Context: an optimization exercise on an open-source flow, tuned for small area. The choices shown serve that exercise and are no tape-out recipe. The RTL was checked by simulation tests, not by an equivalence proof against the original design. No activity file was given, so power comes from the tool's default toggle rates.

<file path="design/flow/design.v">
`default_nettype none
package cam_pkg;
  localparam int NUM_VARS = 4;
  localparam int VAR_WIDTH = 8;
  typedef logic [VAR_WIDTH-1:0] var_t;
  typedef var_t [NUM_VARS-1:0] vars_t;
  localparam int LEAF_WIDTH = 16;
  typedef logic signed [LEAF_WIDTH-1:0] leaf_t;
  localparam int TREE_ID_WIDTH = 4;
  typedef logic [TREE_ID_WIDTH-1:0] tree_id_t;
  localparam int CLASS_ID_WIDTH = 2;
  typedef logic [CLASS_ID_WIDTH-1:0] class_id_t;
  typedef enum logic [1:0] {
    MODE_INFER     = 2'd0,
    MODE_WRITE     = 2'd1,
    MODE_DONT_CARE = 2'd2,
    MODE_IDLE      = 2'd3
  } mode_t;
endpackage
`default_nettype wire
`timescale 1ns/1ns
`default_nettype none
module cam_ingress #(
  parameter int NUM_CLAUSES = 16
) (
  input  logic                                  clk,
  input  logic                                  rst_3,
  input  logic [1:0]                            i_mode,
  input  logic [$clog2(NUM_CLAUSES)-1:0]        i_clause,
  input  logic [$clog2(cam_pkg::NUM_VARS)-1:0]  i_variable,
  input  logic                                  i_threshold_kind,
  input  cam_pkg::vars_t                        i_vars,
  input  cam_pkg::leaf_t                        i_leaf,
  input  cam_pkg::tree_id_t                     i_tree_id,
  input  cam_pkg::class_id_t                    i_class_id,
  input  logic                                  advance,
  output logic                                  cmd_write,
  output logic                                  cmd_infer,
  output logic [$clog2(NUM_CLAUSES)-1:0]        cmd_clause,
  output logic                                  cmd_tkind,
  output cam_pkg::vars_t                        cmd_vars,
  output cam_pkg::leaf_t                        cmd_leaf,
  output cam_pkg::tree_id_t                     cmd_tree_id,
  output cam_pkg::class_id_t                    cmd_class_id,
  output logic [cam_pkg::NUM_VARS-1:0]          dont_care
);
  logic accept;
  assign accept = advance && (i_mode != cam_pkg::MODE_IDLE);
  always_ff @(posedge clk)
  begin
    if (rst_3)
    begin
      cmd_write <= 1'b0;
      cmd_infer <= 1'b0;
      dont_care <= '0;
    end
    else
    begin
      if (advance)
      begin
        cmd_write <= (i_mode == cam_pkg::MODE_WRITE);
        cmd_infer <= (i_mode == cam_pkg::MODE_INFER);
      end
      if (accept && (i_mode == cam_pkg::MODE_DONT_CARE))
      begin
        dont_care[i_variable] <= 1'b1;
      end
    end
  end
  always_ff @(posedge clk)
  begin
    if (advance)
    begin
      cmd_clause   <= i_clause;
      cmd_tkind    <= i_threshold_kind;
      cmd_vars     <= i_vars;
      cmd_leaf     <= i_leaf;
      cmd_tree_id  <= i_tree_id;
      cmd_class_id <= i_class_id;
    end
  end
endmodule
`default_nettype wire
`timescale 1ns/1ns
`default_nettype none
module clause_bank #(
  parameter int CLAUSES_PER_BANK = 4,
  parameter int BANK_INDEX       = 0,
  parameter int NUM_CLAUSES      = 16
) (
  input  logic                                          clk,
  input  logic                                          rst_3,
  input  logic                                          advance,
  input  logic                                          cmd_write,
  input  logic                                          cmd_infer,
  input  logic [$clog2(NUM_CLAUSES)-1:0]                cmd_clause,
  input  logic                                          cmd_tkind,
  input  logic [cam_pkg::NUM_VARS*cam_pkg::VAR_WIDTH-1:0] cmd_vars,
  input  cam_pkg::leaf_t                                cmd_leaf,
  input  cam_pkg::tree_id_t                             cmd_tree_id,
  input  cam_pkg::class_id_t                            cmd_class_id,
  input  logic [cam_pkg::NUM_VARS-1:0]                  dont_care,
  output logic [CLAUSES_PER_BANK-1:0]                   match_lines,
  output logic [CLAUSES_PER_BANK*cam_pkg::LEAF_WIDTH-1:0]     leaves,
  output logic [CLAUSES_PER_BANK*cam_pkg::TREE_ID_WIDTH-1:0]  tree_ids,
  output logic [CLAUSES_PER_BANK*cam_pkg::CLASS_ID_WIDTH-1:0] class_ids
);
  localparam int CLAUSE_BITS = $clog2(NUM_CLAUSES);
  localparam int BASE        = BANK_INDEX * CLAUSES_PER_BANK;
  logic [cam_pkg::NUM_VARS*cam_pkg::VAR_WIDTH-1:0] lower_rows  [CLAUSES_PER_BANK];
  logic [cam_pkg::NUM_VARS*cam_pkg::VAR_WIDTH-1:0] higher_rows [CLAUSES_PER_BANK];
  cam_pkg::leaf_t       leaf_mem    [CLAUSES_PER_BANK];
  cam_pkg::tree_id_t    tree_mem    [CLAUSES_PER_BANK];
  cam_pkg::class_id_t   class_mem   [CLAUSES_PER_BANK];
  logic [CLAUSES_PER_BANK-1:0]  enabled;
  logic [CLAUSES_PER_BANK-1:0]  hit;
  always_ff @(posedge clk)
  begin
    for (int k = 0; k < CLAUSES_PER_BANK; k++)
    begin
      if (advance && cmd_write && (cmd_clause == CLAUSE_BITS'(BASE + k)))
      begin
        if (!cmd_tkind)
        begin
          lower_rows[k] <= cmd_vars;
          tree_mem[k]   <= cmd_tree_id;
          class_mem[k]  <= cmd_class_id;
        end
        else
        begin
          higher_rows[k] <= cmd_vars;
          leaf_mem[k]    <= cmd_leaf;
        end
      end
    end
  end
  always_ff @(posedge clk)
  begin
    if (rst_3)
    begin
      enabled <= '0;
    end
    else
    begin
      for (int k = 0; k < CLAUSES_PER_BANK; k++)
      begin
        if (advance && cmd_write && cmd_tkind &&
            (cmd_clause == CLAUSE_BITS'(BASE + k)))
        begin
          enabled[k] <= 1'b1;
        end
      end
    end
  end
  for (genvar k = 0; k < CLAUSES_PER_BANK; k++)
  begin : g_cmp
    logic [cam_pkg::NUM_VARS-1:0] in_range;
    for (genvar j = 0; j < cam_pkg::NUM_VARS; j++)
    begin : g_var
      assign in_range[j] =
        (cmd_vars[j*cam_pkg::VAR_WIDTH +: cam_pkg::VAR_WIDTH] >=
         lower_rows[k][j*cam_pkg::VAR_WIDTH +: cam_pkg::VAR_WIDTH]) &&
        (cmd_vars[j*cam_pkg::VAR_WIDTH +: cam_pkg::VAR_WIDTH] <
         higher_rows[k][j*cam_pkg::VAR_WIDTH +: cam_pkg::VAR_WIDTH]);
    end
    assign hit[k] = &(in_range | dont_care) && enabled[k];
  end
  always_ff @(posedge clk)
  begin
    if (rst_3)
    begin
      match_lines <= '0;
    end
    else if (advance)
    begin
      match_lines <= cmd_infer ? hit : '0;
    end
  end
  always_comb
  begin
    for (int k = 0; k < CLAUSES_PER_BANK; k++)
    begin
      leaves[k*cam_pkg::LEAF_WIDTH +: cam_pkg::LEAF_WIDTH]         = leaf_mem[k];
      tree_ids[k*cam_pkg::TREE_ID_WIDTH +: cam_pkg::TREE_ID_WIDTH]   = tree_mem[k];
      class_ids[k*cam_pkg::CLASS_ID_WIDTH +: cam_pkg::CLASS_ID_WIDTH] = class_mem[k];
    end
  end
endmodule
`default_nettype wire
`timescale 1ns/1ns
`default_nettype none
module match_collector #(
  parameter  int NUM_CLAUSES       = 16,
  parameter  int NUM_BANKS         = 4,
  parameter  int BRANCHES_PER_SLOT = 2,
  localparam int NUM_SLOTS         = NUM_CLAUSES / BRANCHES_PER_SLOT
) (
  input  logic                                    clk,
  input  logic                                    rst_3,
  input  logic                                    cmd_infer,
  output logic                                    advance,
  input  logic [NUM_CLAUSES-1:0]                  all_lines,
  input  logic [NUM_CLAUSES*cam_pkg::LEAF_WIDTH-1:0]     all_leaves,
  input  logic [NUM_CLAUSES*cam_pkg::TREE_ID_WIDTH-1:0]  all_trees,
  input  logic [NUM_CLAUSES*cam_pkg::CLASS_ID_WIDTH-1:0] all_classes,
  input  logic                                    i_out_ready,
  output logic                                    o_valid,
  output logic [NUM_SLOTS*cam_pkg::LEAF_WIDTH-1:0]       o_leaves,
  output logic [NUM_SLOTS*cam_pkg::TREE_ID_WIDTH-1:0]    o_tree_ids,
  output logic [NUM_SLOTS*cam_pkg::CLASS_ID_WIDTH-1:0]   o_class_ids
);
  logic                   s2_valid;
  assign advance = !o_valid || i_out_ready;
  always_ff @(posedge clk)
  begin
    if (rst_3)
    begin
      s2_valid <= 1'b0;
      o_valid  <= 1'b0;
    end
    else if (advance)
    begin
      s2_valid <= cmd_infer;
      o_valid  <= s2_valid;
    end
  end
  always_ff @(posedge clk)
  begin
    if (advance && s2_valid)
    begin
      o_leaves    <= '0;
      o_tree_ids  <= '0;
      o_class_ids <= '0;
      for (int c = 0; c < NUM_CLAUSES; c++)
      begin
        if (all_lines[c])
        begin
          o_leaves[(c / BRANCHES_PER_SLOT)*cam_pkg::LEAF_WIDTH +: cam_pkg::LEAF_WIDTH] <=
            all_leaves[c*cam_pkg::LEAF_WIDTH +: cam_pkg::LEAF_WIDTH];
          o_tree_ids[(c / BRANCHES_PER_SLOT)*cam_pkg::TREE_ID_WIDTH +: cam_pkg::TREE_ID_WIDTH] <=
            all_trees[c*cam_pkg::TREE_ID_WIDTH +: cam_pkg::TREE_ID_WIDTH];
          o_class_ids[(c / BRANCHES_PER_SLOT)*cam_pkg::CLASS_ID_WIDTH +: cam_pkg::CLASS_ID_WIDTH] <=
            all_classes[c*cam_pkg::CLASS_ID_WIDTH +: cam_pkg::CLASS_ID_WIDTH];
        end
      end
    end
  end
endmodule
`default_nettype wire
`timescale 1ns/1ns
`default_nettype none
module cam_core (
  input  logic                clk,
  input  logic                rst_3,
  input  logic [1:0]          i_mode,
  input  logic [3:0]          i_clause,
  input  logic [1:0]          i_variable,
  input  logic                i_threshold_kind,
  input  logic [31:0]         i_vars,
  input  logic [15:0]         i_leaf,
  input  logic [3:0]          i_tree_id,
  input  logic [1:0]          i_class_id,
  output logic                o_ready,
  input  logic                i_out_ready,
  output logic                o_valid,
  output logic [127:0]        o_leaves,
  output logic [31:0]         o_tree_ids,
  output logic [15:0]         o_class_ids
);
  localparam int NUM_CLAUSES       = 16;
  localparam int NUM_BANKS         = 4;
  localparam int BRANCHES_PER_SLOT = 2;
  localparam int CLAUSES_PER_BANK  = NUM_CLAUSES / NUM_BANKS;
  logic                               advance;
  logic                               cmd_write;
  logic                               cmd_infer;
  logic [$clog2(NUM_CLAUSES)-1:0]     cmd_clause;
  logic                               cmd_tkind;
  cam_pkg::vars_t                     cmd_vars;
  cam_pkg::leaf_t                     cmd_leaf;
  cam_pkg::tree_id_t                  cmd_tree_id;
  cam_pkg::class_id_t                 cmd_class_id;
  logic [cam_pkg::NUM_VARS-1:0]       dont_care;
  logic [NUM_CLAUSES-1:0]                 all_lines;
  logic [NUM_CLAUSES*cam_pkg::LEAF_WIDTH-1:0]     all_leaves;
  logic [NUM_CLAUSES*cam_pkg::TREE_ID_WIDTH-1:0]  all_trees;
  logic [NUM_CLAUSES*cam_pkg::CLASS_ID_WIDTH-1:0] all_classes;
  assign o_ready = advance;
  cam_ingress #(
    .NUM_CLAUSES      (NUM_CLAUSES)
  ) u_ingress (
    .clk              (clk),
    .rst_3            (rst_3),
    .i_mode           (i_mode),
    .i_clause         (i_clause),
    .i_variable       (i_variable),
    .i_threshold_kind (i_threshold_kind),
    .i_vars           (i_vars),
    .i_leaf           (i_leaf),
    .i_tree_id        (i_tree_id),
    .i_class_id       (i_class_id),
    .advance          (advance),
    .cmd_write        (cmd_write),
    .cmd_infer        (cmd_infer),
    .cmd_clause       (cmd_clause),
    .cmd_tkind        (cmd_tkind),
    .cmd_vars         (cmd_vars),
    .cmd_leaf         (cmd_leaf),
    .cmd_tree_id      (cmd_tree_id),
    .cmd_class_id     (cmd_class_id),
    .dont_care        (dont_care)
  );
  for (genvar b = 0; b < NUM_BANKS; b++)
  begin : g_bank
    clause_bank #(
      .CLAUSES_PER_BANK (CLAUSES_PER_BANK),
      .BANK_INDEX       (b),
      .NUM_CLAUSES      (NUM_CLAUSES)
    ) u_bank (
      .clk              (clk),
      .rst_3            (rst_3),
      .advance          (advance),
      .cmd_write        (cmd_write),
      .cmd_infer        (cmd_infer),
      .cmd_clause       (cmd_clause),
      .cmd_tkind        (cmd_tkind),
      .cmd_vars         (cmd_vars),
      .cmd_leaf         (cmd_leaf),
      .cmd_tree_id      (cmd_tree_id),
      .cmd_class_id     (cmd_class_id),
      .dont_care        (dont_care),
      .match_lines      (all_lines  [b*CLAUSES_PER_BANK +: CLAUSES_PER_BANK]),
      .leaves           (all_leaves [b*CLAUSES_PER_BANK*cam_pkg::LEAF_WIDTH +:
                                     CLAUSES_PER_BANK*cam_pkg::LEAF_WIDTH]),
      .tree_ids         (all_trees  [b*CLAUSES_PER_BANK*cam_pkg::TREE_ID_WIDTH +:
                                     CLAUSES_PER_BANK*cam_pkg::TREE_ID_WIDTH]),
      .class_ids        (all_classes[b*CLAUSES_PER_BANK*cam_pkg::CLASS_ID_WIDTH +:
                                     CLAUSES_PER_BANK*cam_pkg::CLASS_ID_WIDTH])
    );
  end
  match_collector #(
    .NUM_CLAUSES       (NUM_CLAUSES),
    .NUM_BANKS         (NUM_BANKS),
    .BRANCHES_PER_SLOT (BRANCHES_PER_SLOT)
  ) u_collector (
    .clk               (clk),
    .rst_3             (rst_3),
    .cmd_infer         (cmd_infer),
    .advance           (advance),
    .all_lines         (all_lines),
    .all_leaves        (all_leaves),
    .all_trees         (all_trees),
    .all_classes       (all_classes),
    .i_out_ready       (i_out_ready),
    .o_valid           (o_valid),
    .o_leaves          (o_leaves),
    .o_tree_ids        (o_tree_ids),
    .o_class_ids       (o_class_ids)
  );
endmodule
`default_nettype wire
</file>
<file path="design/flow/constraint.sdc">
create_clock -name core_clock -period 5.0 [get_ports {clk}]
set_input_delay 1.0000 -clock core_clock [delete_from_list [all_inputs] [get_ports {clk}]]
set_output_delay 1.0000 -clock core_clock [all_outputs]
set_load 0.01 [all_outputs]
</file>
<file path="design/flow/run.sh">
#!/bin/bash
# synth_recipe.tcl (not shown) runs the flow's synth.tcl, then flattens the netlist and writes it again
# the make line also repeats each setting of config.mk as NAME=value (left out here)
make -C /OpenROAD-flow-scripts/flow DESIGN_CONFIG=/design/flow/config.mk WORK_HOME=/design/flow/orfs CLKGATE_MAP_FILE= SYNTH_SCRIPT=/design/flow/synth_recipe.tcl finish
</file>
<file path="design/flow/config.mk">
export PLATFORM = sky130hd
export DESIGN_NAME = cam_core
export DESIGN_NICKNAME = cam_core
export VERILOG_FILES = /design/flow/design.v
export SDC_FILE = /design/flow/constraint.sdc
export NUM_CORES = 4
export LEC_CHECK = 0
export CAP_MARGIN = 20
export CORE_MARGIN = 2
export CORE_UTILIZATION = 40
export SLEW_MARGIN = 20
</file>
==> impl_metrics.prom <==
# TYPE chip_impl_metric gauge
chip_impl_metric{name="post_synth_instance_area",unit="mm^2"} 0.0750
chip_impl_info{name="rsz_0062_raised_after_global_routing",value="no"} 1
chip_impl_metric{name="powerDensity",unit="mW/mm^2"} 335
chip_impl_metric{name="globalRouteOverflowTotal",unit=""} 0
chip_impl_metric{name="crit_path_max_fanout",unit=""} 13
chip_impl_metric{name="io_pins",unit=""} 244
chip_impl_metric{name="die_area",unit="mm^2"} 0.191
chip_impl_info{name="most-common-layout-cells",value="sky130_fd_sc_hd__edfxtp_1, sky130_fd_sc_hd__ha_1, sky130_fd_sc_hd__inv_1, sky130_fd_sc_hd__a21oi_1, sky130_fd_sc_hd__clkdlybuf4s50_1"} 1
chip_impl_metric{name="post_route_cells_drive_above_1_share",unit="%"} 7.71
chip_impl_metric{name="core_region_area",unit="mm^2"} 0.186
chip_impl_info{name="worstSetupEndpoint",value="o_ready"} 1
chip_impl_metric{name="fmaxAchievable",unit="MHz"} 280
chip_impl_metric{name="antenna_found_initial",unit=""} 15
chip_impl_metric{name="worst_ep_required_time",unit="ns"} 4.00
chip_impl_info{name="cp-start-kind",value="input port"} 1
chip_impl_metric{name="detail_route.drc_violations",unit=""} 0
chip_impl_metric{name="row_count",unit=""} 158
chip_impl_metric{name="num-nets-final",unit=""} 6822
chip_impl_metric{name="rrSetupSlack",unit="ns"} 1.46
chip_impl_info{name="crit_type",value="input port to output port"} 1
chip_impl_metric{name="die_width",unit="um"} 437
chip_impl_metric{name="synth_sequential_area_ratio",unit="%"} 65.6
chip_impl_metric{name="cts_resizes",unit=""} 0
chip_impl_metric{name="drv_slew",unit=""} 0
chip_impl_metric{name="max_slew_margin",unit="%"} 24.9
chip_impl_metric{name="tritoncts.num_buffers",unit=""} 171
chip_impl_metric{name="clockPowerShare",unit="%"} 41.7
chip_impl_metric{name="syn_area_per_cell",unit="um^2"} 14.2
chip_impl_metric{name="p_total",unit="mW"} 29.4
chip_impl_metric{name="flow.area_growth_from_synthesis",unit="%"} 17.0
chip_impl_metric{name="synth-warning-count",unit=""} 26
chip_impl_metric{name="finalHoldViolations",unit=""} 0
chip_impl_metric{name="setup_tns",unit="ns"} 0
chip_impl_metric{name="leakage_power_of_the_design",unit="nW"} 35.3
chip_impl_metric{name="clkSlewWorstSetupHoldPaths",unit="ns"} 0.06
chip_impl_metric{name="die_height",unit="um"} 437
chip_impl_metric{name="switching_share",unit="%"} 22.6
chip_impl_info{name="synth_ff_type",value="sky130_fd_sc_hd__edfxtp_1"} 1
chip_impl_metric{name="drt-wirelength-per-cell",unit="um"} 23.2
chip_impl_metric{name="max_stage_delay",unit="ns"} 0.73
chip_impl_info{name="master_of_the_slowest_instance_on_the_critical_path",value="sky130_fd_sc_hd__clkdlybuf4s50_1"} 1
chip_impl_metric{name="grt_first_pass_wirelength",unit="um"} 286000
chip_impl_metric{name="synth_async_sr_flop_share",unit="%"} 0
chip_impl_metric{name="post_synth_inst_count",unit=""} 5273
chip_impl_metric{name="total_half_perimeter_wirelength_after_legalization_and_detailed_placement",unit="um"} 126000
chip_impl_info{name="ys_top_cells_by_area",value="sky130_fd_sc_hd__edfxtp_1, sky130_fd_sc_hd__ha_1, sky130_fd_sc_hd__inv_1"} 1
chip_impl_metric{name="worstSkewPairLatency",unit="ns"} 0.81
chip_impl_metric{name="routed_wl",unit="um"} 196000
chip_impl_metric{name="placement.io_buffers",unit=""} 243
chip_impl_metric{name="total_switching_power",unit="mW"} 6.64
chip_impl_metric{name="synth-edff-count",unit=""} 1611
chip_impl_metric{name="hold_buffers",unit=""} 0
chip_impl_metric{name="peak_supply_drop",unit="uV"} 283
chip_impl_metric{name="min_tclk_post_route",unit="ns"} 3.57
chip_impl_metric{name="setup-violations-final",unit=""} 0
chip_impl_metric{name="gp_routability_congestion",unit=""} 0.805
chip_impl_metric{name="cts_sinks",unit=""} 1651
chip_impl_info{name="mostFrequentLayoutCell",value="sky130_fd_sc_hd__edfxtp_1"} 1
chip_impl_metric{name="vias_per_cell",unit=""} 5.23
chip_impl_metric{name="post-route-period-util",unit="%"} 71.5
chip_impl_metric{name="final_antenna_net_count",unit=""} 0
chip_impl_metric{name="route.vias.total",unit=""} 44100
chip_impl_info{name="outcome",value="no timing/DRC/antenna violations"} 1
chip_impl_metric{name="initial_cell_density_of_the_core",unit="%"} 40.4
chip_impl_info{name="min_path_type",value="register to register"} 1
chip_impl_info{name="r2r-end",value="g_bank[1].u_bank.match_lines[3]$_SDFFE_PP0N_"} 1
chip_impl_info{name="cp-startpoint",value="i_out_ready"} 1
chip_impl_metric{name="critical_path_arrival",unit="ns"} 2.57
chip_impl_metric{name="via_count_of_the_first_global_routing_pass",unit=""} 43400
chip_impl_metric{name="grt_max_degree",unit=""} 65
chip_impl_metric{name="max-clock-path-buffers",unit=""} 3
chip_impl_metric{name="syn_nets",unit=""} 6299
chip_impl_info{name="tritoncts_clock_tree",value="done"} 1
chip_impl_metric{name="cell_internal_pwr",unit="mW"} 22.7
chip_impl_info{name="cpMostUsedCell",value="sky130_fd_sc_hd__clkdlybuf4s50_1"} 1
chip_impl_metric{name="yosysUniqueCellTypes",unit=""} 59
chip_impl_metric{name="reg2reg_depth",unit=""} 8
chip_impl_metric{name="post_synthesis_register_bit_count",unit=""} 1651
chip_impl_metric{name="power.combinational.fraction",unit="%"} 5.7
chip_impl_metric{name="firstDrtPassIters",unit=""} 6
chip_impl_info{name="regToRegStartpoint",value="u_ingress.cmd_vars[16]$_DFFE_PN_"} 1
chip_impl_info{name="critical_path.cell_chain",value="clkdlybuf4s50_1, nor2b_4, inv_4, clkdlybuf4s50_1"} 1
chip_impl_metric{name="maxCapViolations",unit=""} 0
chip_impl_metric{name="first_iter_violations",unit=""} 3747
chip_impl_metric{name="area_share_of_the_largest_cell_type_after_synthesis",unit="%"} 64.5
chip_impl_metric{name="post-cts-setup-buffers",unit=""} 0
chip_impl_metric{name="grt_util_all_layers",unit="%"} 20.4
chip_impl_metric{name="tightestPinTransition",unit="ns"} 1.12
chip_impl_metric{name="ctsHtreeMaxLevel",unit=""} 4
chip_impl_info{name="type_of_destination_of_the_critical_path",value="output port"} 1
chip_impl_metric{name="share_seq_of_total_power",unit="%"} 52.6
chip_impl_info{name="yosysTopAreaCell",value="sky130_fd_sc_hd__edfxtp_1"} 1
chip_impl_metric{name="skew",unit="ns"} 0.0499
chip_impl_info{name="clock_root_buffer",value="sky130_fd_sc_hd__clkbuf_16"} 1
-- power by group through the flow --
stage / registers (mW) / logic, mW / clock network, mW
2_1_floorplan: 15.8 / 0.686 / 0
3_3_place_gp: 15.8 / 1.61 / 0
3_5_place_dp: 15.8 / 1.67 / 0
4_1_cts: 15.5 / 1.68 / 12.5
5_1_grt: 15.5 / 1.86 / 13.0
6_report: 15.5 / 1.67 / 12.2
-- cells in the mapped netlist (all sizes together), types with 39 or more instances --
| library cell | count |
|---|---|
| dfxtp | 40 |
| a211oi | 62 |
| a22o | 172 |
| ha | 960 |
| o21ai | 224 |
| nand3 | 74 |
| a21o | 100 |
| nand2 | 166 |
| a21oi | 263 |
| nand2b | 39 |
| inv | 913 |
| clkbuf | 51 |
| edfxtp | 1611 |
| nor2 | 158 |
| nor2b | 72 |
-- layer usage --
| layer | wire length [um] | track usage (%) | vias to the layer above |
|---|---|---|---|
| met2 | 91400 | 33.2 | 1250 |
| met1 | 85300 | 27.5 | 21900 |
| li1 | - | - | 20600 |
| met5 | 0 | 0 | - |
| met4 | 6770 | 7.15 | 0 |
| met3 | 12400 | 3.58 | 350 |
-- area by class of cell --
type                    instances  area (um^2)
fillers                     16100        98100
flip-flops and latches       1651        49200
multi-input cells            2641        22400
clock buffers                 243         4730
repair buffers                416         4240
inverters                     915         3440
well taps                    2480         3100
clock inverters                75          638
diodes                          9         22.5
-- registers in the layout, summed over array words and instances, names as in the netlist --
name,count
u_collector.o_class_ids,16
u_ingress.cmd_write,1
u_ingress.cmd_tkind,1
u_ingress.cmd_vars,32
u_ingress.cmd_infer,1
u_ingress.cmd_tree_id,4
u_collector.s2_valid,1
g_bank.u_bank.match_lines,16
u_collector.o_leaves,128
u_ingress.dont_care,4
u_ingress.cmd_class_id,2
u_collector.o_valid,1
g_bank.u_bank.leaf_mem,256
g_bank.u_bank.tree_mem,64
g_bank.u_bank.enabled,16
g_bank.u_bank.higher_rows,512
g_bank.u_bank.class_mem,32
u_collector.o_tree_ids,32
u_ingress.cmd_leaf,16
g_bank.u_bank.lower_rows,512
u_ingress.cmd_clause,4
-- per-stage QoR --
step	hold slack, ns	std cells	util [%]	area [um^2]	worst slack (ns)
3_5_place_dp	0.458	8103	44.3	82300	1.10
4_1_cts	0.471	8421	47.2	87700	1.44
5_1_grt	0.497	8424	47.2	87700	1.31
3_3_place_gp	0.451	8101	44.3	82300	1.14
2_1_floorplan	0.412	5273	-	75000	0.391
6_report	0.466	8430	47.2	87700	1.43
-- critical path: cells and delay by family --
family,cells,cell delay [ns]
buffers and inverters,3,1.48
and+or+nand+nor,1,0.08
-- worst min-delay path by stage --
stage | startpoint | to | slack [ns] | cells after the start
after floorplan | g_bank[0].u_bank.match_lines[0]$_SDFFE_PP0N_ | g_bank[0].u_bank.match_lines[0]$_SDFFE_PP0N_ | 0.41 | 2
after global placement | g_bank[1].u_bank.enabled[0]$_SDFFE_PP0P_ | g_bank[1].u_bank.enabled[0]$_SDFFE_PP0P_ | 0.45 | 2
after detailed placement | g_bank[1].u_bank.enabled[0]$_SDFFE_PP0P_ | g_bank[1].u_bank.enabled[0]$_SDFFE_PP0P_ | 0.46 | 2
after CTS | g_bank[1].u_bank.enabled[0]$_SDFFE_PP0P_ | g_bank[1].u_bank.enabled[0]$_SDFFE_PP0P_ | 0.47 | 2
after global routing | g_bank[2].u_bank.enabled[0]$_SDFFE_PP0P_ | g_bank[2].u_bank.enabled[0]$_SDFFE_PP0P_ | 0.50 | 2
final | g_bank[1].u_bank.enabled[0]$_SDFFE_PP0P_ | g_bank[1].u_bank.enabled[0]$_SDFFE_PP0P_ | 0.47 | 2
-- cell families after synthesis --
group | share of synthesized area [%]
buffers and inverters | 4.96
adder cells (fa/ha/maj) | 16.0
AND/OR/NAND/NOR | 4.07
AO/OA/AOI/OAI | 9.40
flip-flops | 65.6

## what the ideal ports hide
In the flow no input, the clock included, has a driving cell. The finished layout below was timed again as built, in two steps. Step 1 (the two cells are an assumption about what drives the block):
set clk [get_ports {clk}]
set_driving_cell -lib_cell sky130_fd_sc_hd__clkbuf_16 $clk
set_driving_cell -lib_cell sky130_fd_sc_hd__buf_2 [delete_from_list [all_inputs] $clk]
Step 2, shift: input delay + t, output delay - t, t = (earliest + latest rising clock arrival at the registers) / 2. This alone moves slack from input paths to output paths. Slacks: no drivers / after step 1 / after step 2; pairs: no drivers / after step 1.
t, ns: 0.870
slack for setup (ns): 1.425 / 1.380 / 1.055
hold slack, ns: 0.466 / 0.466 / 0.466
pins driven straight from the clock port: 1
After both steps this run still meets setup and hold. The setup slack of this run moves by -0.045 ns with the drivers and by -0.370 ns with both steps.
